What follows belongs to an exercise in optimizing a design on an open flow for small area, a short achievable clock period and few clock cycles per item; a production flow would make more cautious choices.
The RTL was checked by simulation tests, not by an equivalence proof against the original design.
Power is estimated from default activity; no workload was simulated.

== the reference run ==
## mem_responder
module mem_responder #(
    parameter int DEPTH_WORDS = 64,
    parameter int LATENCY     = 2
) (
    input  logic        clk,
    input  logic        reset,
    input  logic        req_valid,
    output logic        req_ready,
    input  logic        req_write,
    input  logic [1:0]  req_size,
    input  logic [31:0] req_addr,
    input  logic [31:0] req_wdata,
    output logic        resp_valid,
    output logic [31:0] resp_rdata,
    output logic        resp_error
);
    localparam int AW = $clog2(DEPTH_WORDS);
    localparam int NG = (DEPTH_WORDS + 2) / 3;    
    assign req_ready = !reset;
    logic        in_err;
    logic [3:0]  in_lane;    
    logic [31:0] in_wword;
    logic [3:0]  in_sel0;    
    logic [1:0]  in_sel1;    
    logic        in_sel2;    
    logic [3:0]  in_be_n;    
    assign in_err = (req_size == 2'b11)
                  || (req_size == 2'b01 && req_addr[0])
                  || (req_size == 2'b00 && req_addr[1:0] != 2'b00)
                  || (req_addr[31:8] != 24'd0);
    always_comb begin
        in_lane  = 4'b0000;
        in_wword = {4{req_wdata[7:0]}};
        in_sel0  = 4'b0000;
        in_sel1  = 2'b00;
        in_sel2  = 1'b0;
        case (req_size)
            2'b00: begin
                in_lane  = 4'b1111;
                in_wword = req_wdata;
                in_sel0  = 4'b0001;
                in_sel1  = 2'b01;
                in_sel2  = 1'b1;
            end
            2'b01: begin
                in_lane  = req_addr[1] ? 4'b0011 : 4'b1100;
                in_wword = {2{req_wdata[15:0]}};
                in_sel0  = req_addr[1] ? 4'b0001 : 4'b0100;
                in_sel1  = req_addr[1] ? 2'b01 : 2'b10;
            end
            2'b10: begin
                in_lane  = 4'b1000 >> req_addr[1:0];
                in_sel0  = 4'b1000 >> req_addr[1:0];
            end
            default: ;
        endcase
        if (req_write || in_err) begin
            in_sel0 = 4'b0000;
            in_sel1 = 2'b00;
            in_sel2 = 1'b0;
        end
        in_be_n = ~(in_lane & {4{req_valid && !reset && req_write && !in_err}});
    end
    logic                   s_valid;
    logic                   s_err;
    logic [DEPTH_WORDS-1:0] s_word;       
    logic [DEPTH_WORDS-1:0] s_word_n;
  ...
==> module mem_responder, before the edit <==
module mem_responder #(
    parameter int DEPTH_WORDS = 64,
    parameter int LATENCY     = 2
) (
    input  logic        clk,
    input  logic        reset,
    input  logic        req_valid,
    output logic        req_ready,
    input  logic        req_write,
    input  logic [1:0]  req_size,
    input  logic [31:0] req_addr,
    input  logic [31:0] req_wdata,
    output logic        resp_valid,
    output logic [31:0] resp_rdata,
    output logic        resp_error
);
    localparam int AW = $clog2(DEPTH_WORDS);
    localparam int NG = (DEPTH_WORDS + 2) / 3;    
    assign req_ready = !reset;
    logic        in_err;
    logic [3:0]  in_lane;    
    logic [31:0] in_wword;
    logic [3:0]  in_sel0;    
    logic [1:0]  in_sel1;    
    logic        in_sel2;    
    logic [3:0]  in_be_n;    
    assign in_err = (req_size == 2'b11)
                  || (req_size == 2'b01 && req_addr[0])
                  || (req_size == 2'b00 && req_addr[1:0] != 2'b00)
                  || (req_addr[31:8] != 24'd0);
    always_comb begin
        in_lane  = 4'b0000;
        in_wword = {4{req_wdata[7:0]}};
        in_sel0  = 4'b0000;
        in_sel1  = 2'b00;
        in_sel2  = 1'b0;
        case (req_size)
            2'b00: begin
                in_lane  = 4'b1111;
                in_wword = req_wdata;
                in_sel0  = 4'b0001;
                in_sel1  = 2'b01;
                in_sel2  = 1'b1;
            end
            2'b01: begin
                in_lane  = req_addr[1] ? 4'b0011 : 4'b1100;
                in_wword = {2{req_wdata[15:0]}};
                in_sel0  = req_addr[1] ? 4'b0001 : 4'b0100;
                in_sel1  = req_addr[1] ? 2'b01 : 2'b10;
            end
            2'b10: begin
                in_lane  = 4'b1000 >> req_addr[1:0];
                in_sel0  = 4'b1000 >> req_addr[1:0];
            end
            default: ;
        endcase
        if (req_write || in_err) begin
            in_sel0 = 4'b0000;
            in_sel1 = 2'b00;
            in_sel2 = 1'b0;
        end
        in_be_n = ~(in_lane & {4{req_valid && !reset && req_write && !in_err}});
    end
    logic                   s_valid;
    logic                   s_err;
    logic [DEPTH_WORDS-1:0] s_word;       
    logic [DEPTH_WORDS-1:0] s_word_n;
    logic [3:0]             s_be_n;
    logic [31:0]            s_wword;
    logic [3:0]             s_sel0;
    logic [1:0]             s_sel1;
    logic                   s_sel2;
    always_ff @(posedge clk) begin
        s_valid <= req_valid && !reset;
        s_err   <= in_err;
        s_word  <= DEPTH_WORDS'(1) << req_addr[AW+1:2];
        s_be_n  <= in_be_n;
        s_wword <= in_wword;
        s_sel0  <= in_sel0;
        s_sel1  <= in_sel1;
        s_sel2  <= in_sel2;
    end
    assign s_word_n = ~s_word;
    logic [31:0] rd_word;
    genvar gi, wi;
    generate
        for (gi = 0; gi < 4; gi++) begin : g_lane
            logic [8*DEPTH_WORDS-1:0] lane_mem;
            logic [DEPTH_WORDS-1:0]   we;
            for (wi = 0; wi < DEPTH_WORDS; wi++) begin : g_word
                mr_nor2 u_we (.a(s_word_n[wi]), .b(s_be_n[gi]), .y(we[wi]));
                always_ff @(posedge clk) begin
                    if (we[wi]) lane_mem[8*wi +: 8] <= s_wword[8*gi +: 8];
                end
            end
            for (genvar bi = 0; bi < 8; bi++) begin : g_bit
                logic [NG-1:0] grp_n;
                for (genvar ki = 0; ki < NG; ki++) begin : g_grp
                    if (3 * ki + 2 < DEPTH_WORDS) begin : g_3
                        mr_aoi222 u_aoi (
                            .a1(s_word[3*ki]),     .a2(lane_mem[8*(3*ki)     + bi]),
                            .b1(s_word[3*ki + 1]), .b2(lane_mem[8*(3*ki + 1) + bi]),
                            .c1(s_word[3*ki + 2]), .c2(lane_mem[8*(3*ki + 2) + bi]),
                            .y(grp_n[ki]));
                    end else if (3 * ki + 1 < DEPTH_WORDS) begin : g_2
                        mr_aoi22 u_aoi (
                            .a1(s_word[3*ki]),     .a2(lane_mem[8*(3*ki)     + bi]),
                            .b1(s_word[3*ki + 1]), .b2(lane_mem[8*(3*ki + 1) + bi]),
                            .y(grp_n[ki]));
                    end else begin : g_1
                        mr_nand2 u_nand (
                            .a(s_word[3*ki]), .b(lane_mem[8*(3*ki) + bi]), .y(grp_n[ki]));
                    end
                end
                logic [5:0] part;
                logic [2:0] part_n;
                mr_nand4 u_p0 (.a(grp_n[0]),  .b(grp_n[1]),  .c(grp_n[2]),  .d(grp_n[3]),  .y(part[0]));
                mr_nand4 u_p1 (.a(grp_n[4]),  .b(grp_n[5]),  .c(grp_n[6]),  .d(grp_n[7]),  .y(part[1]));
                mr_nand4 u_p2 (.a(grp_n[8]),  .b(grp_n[9]),  .c(grp_n[10]), .d(grp_n[11]), .y(part[2]));
                mr_nand4 u_p3 (.a(grp_n[12]), .b(grp_n[13]), .c(grp_n[14]), .d(grp_n[15]), .y(part[3]));
                mr_nand3 u_p4 (.a(grp_n[16]), .b(grp_n[17]), .c(grp_n[18]), .y(part[4]));
                mr_nand3 u_p5 (.a(grp_n[19]), .b(grp_n[20]), .c(grp_n[21]), .y(part[5]));
                mr_nor2  u_q0 (.a(part[0]), .b(part[1]), .y(part_n[0]));
                mr_nor2  u_q1 (.a(part[2]), .b(part[3]), .y(part_n[1]));
                mr_nor2  u_q2 (.a(part[4]), .b(part[5]), .y(part_n[2]));
                mr_nand3 u_r  (.a(part_n[0]), .b(part_n[1]), .c(part_n[2]), .y(rd_word[8*gi + bi]));
            end
        end
    endgenerate
    logic [31:0] load_data;
    always_comb begin
        load_data[7:0]   = ({8{s_sel0[0]}} & rd_word[7:0])
                         | ({8{s_sel0[1]}} & rd_word[15:8])
                         | ({8{s_sel0[2]}} & rd_word[23:16])
                         | ({8{s_sel0[3]}} & rd_word[31:24]);
        load_data[15:8]  = ({8{s_sel1[0]}} & rd_word[15:8])
                         | ({8{s_sel1[1]}} & rd_word[31:24]);
        load_data[31:16] = {16{s_sel2}} & rd_word[31:16];
    end
    logic        resp_valid_reg;
    logic        resp_error_reg;
    logic [31:0] resp_rdata_reg;
    always_ff @(posedge clk) begin
        resp_valid_reg <= s_valid && !reset;
        resp_error_reg <= s_err;
        resp_rdata_reg <= load_data;
    end
    assign resp_valid = resp_valid_reg;
    assign resp_error = resp_error_reg;
    assign resp_rdata = resp_rdata_reg;
endmodule
export LEC_CHECK = 0
export CAP_MARGIN = 20
export CORE_MARGIN = 2
export CORE_UTILIZATION = 40
export CTS_BUF_LIST = sky130_fd_sc_hd__clkbuf_16
export CTS_CLUSTER_DIAMETER = 100
export CTS_CLUSTER_SIZE = 28
export SETUP_SLACK_MARGIN = 3.35
export SLEW_MARGIN = 20
export SYNTH_HIERARCHICAL = 1
create_clock -name core_clock -period 6.0 [get_ports {clk}]
standard.sh (not shown) runs the stock make flow with config.mk's settings and CLKGATE_MAP_FILE= SYNTH_SCRIPT=/design/flow/synth_recipe.tcl, a recipe that flattens the netlist after the stock synthesis.
==> flow/flow/run.sh <==
#!/bin/bash
# The standard layout (standard.sh, the standard flow's own ORFS run) with three changes:
#   - port buffers are sky130_fd_sc_hd__buf_1 (the resizer upsizes them where timing needs it)
#     instead of the clkdlybuf4s50_1 delay cells buffer_ports picks by default;
#   - clock tree synthesis inserts no dummy loads;
#   - the resizer may change a cell's footprint when it resizes it.
# Every tool's output is in orfs/logs/ (one log per step) and the make output in standard.log.
set -euo pipefail
bash standard.sh \
  "BUFFER_PORTS_ARGS=-buffer_cell sky130_fd_sc_hd__buf_1" \
  "CTS_ARGS=-sink_clustering_enable -repair_clock_nets -sink_clustering_size 28 -sink_clustering_max_diameter 100 -buf_list sky130_fd_sc_hd__clkbuf_16 -dont_use_dummy_load" \
  MATCH_CELL_FOOTPRINT=0 \
  finish > standard.log 2>&1
Testbench counts of the reference run, summed over its fixed seeds: cycles 9,616, items 9,600.
diff inputs: the reference run => the trial run
--- a/flow/design.v
+++ b/flow/design.v
@@ -112,19 +112,18 @@
                             .a(s_word[3*ki]), .b(lane_mem[8*(3*ki) + bi]), .y(grp_n[ki]));
                     end
                 end
                 logic [5:0] part;
-                logic [2:0] part_n;
+                logic [1:0] part_n;
                 mr_nand4 u_p0 (.a(grp_n[0]),  .b(grp_n[1]),  .c(grp_n[2]),  .d(grp_n[3]),  .y(part[0]));
                 mr_nand4 u_p1 (.a(grp_n[4]),  .b(grp_n[5]),  .c(grp_n[6]),  .d(grp_n[7]),  .y(part[1]));
                 mr_nand4 u_p2 (.a(grp_n[8]),  .b(grp_n[9]),  .c(grp_n[10]), .d(grp_n[11]), .y(part[2]));
                 mr_nand4 u_p3 (.a(grp_n[12]), .b(grp_n[13]), .c(grp_n[14]), .d(grp_n[15]), .y(part[3]));
                 mr_nand3 u_p4 (.a(grp_n[16]), .b(grp_n[17]), .c(grp_n[18]), .y(part[4]));
                 mr_nand3 u_p5 (.a(grp_n[19]), .b(grp_n[20]), .c(grp_n[21]), .y(part[5]));
-                mr_nor2  u_q0 (.a(part[0]), .b(part[1]), .y(part_n[0]));
-                mr_nor2  u_q1 (.a(part[2]), .b(part[3]), .y(part_n[1]));
-                mr_nor2  u_q2 (.a(part[4]), .b(part[5]), .y(part_n[2]));
-                mr_nand3 u_r  (.a(part_n[0]), .b(part_n[1]), .c(part_n[2]), .y(rd_word[8*gi + bi]));
+                mr_nor3  u_q0 (.a(part[0]), .b(part[1]), .c(part[2]), .y(part_n[0]));
+                mr_nor3  u_q1 (.a(part[3]), .b(part[4]), .c(part[5]), .y(part_n[1]));
+                mr_nand2 u_r  (.a(part_n[0]), .b(part_n[1]), .y(rd_word[8*gi + bi]));
             end
         end
     endgenerate
     logic [31:0] load_data;
@@ -179,8 +178,16 @@
     output logic y
 );
     assign y = ~(a & b & c & d);
 endmodule
+module mr_nor3 (
+    input  logic a,
+    input  logic b,
+    input  logic c,
+    output logic y
+);
+    assign y = ~(a | b | c);
+endmodule
 module mr_aoi22 (
     input  logic a1,
     input  logic a2,
     input  logic b1,
Findings:
- Compared with the reference run, in the trial run worst hold slack went up 82 ps, post-cts sizing count -20.
- In the flow results for the reference run and the trial run, the fraction of area in registers is smaller on the trial run.
- Status: total power parity (the reference run, the trial run)
- The reference run ended up with resp_rdata_reg[7] as its worst setup path endpoint; the trial run ended up with req_ready.
- The run with more routed wire is the reference run, not the trial run.
- Non-clock buffer count in the trial run is 13 above the reference run.
- Reported leakage power grows slightly when moving from the reference run to the trial run.
- Higher wire length of the first global-routing pass was reported by the reference run, not the trial run.
- Sort the reference run and the trial run by power in the clock group desc -> top: the trial run
Testbench counts of the trial run, summed over its fixed seeds: cycles 9,616, items 9,600.

==> separate check: timing with driven ports <==
No port has a modelled driver above. Below, the same layouts with a new extraction and two added sets of constraints. Step 1: set_driving_cell puts a clkbuf_16 on clk and a buf_2 on each other input, an assumption about the parent block. Step 2, shift: input delay + t, output delay - t, t = (earliest + latest rising clock arrival at the registers) / 2. This alone moves slack from input paths to output paths. Slacks: no drivers / after step 1 / after step 2; pairs: no drivers / after step 1.
| run | t (ns) | setup slack, ns | worst setup path at the end | slew at the worst register clock pin (ns) | worst data-port slew with drivers (ns) |
|---|---|---|---|---|---|
| the reference run | 0.803 | 3.312 / 3.309 / 2.765 | input to register | 0.11 / 0.11 | 0.21 |
| the trial run | 0.797 | 3.377 / 3.329 / 2.783 | input to register | 0.11 / 0.11 | 0.10 |
After both steps setup and hold are still met in every run listed. The setup slack of the trial run, which loses most, moves by -0.048 ns with the drivers and by -0.594 ns with both steps.
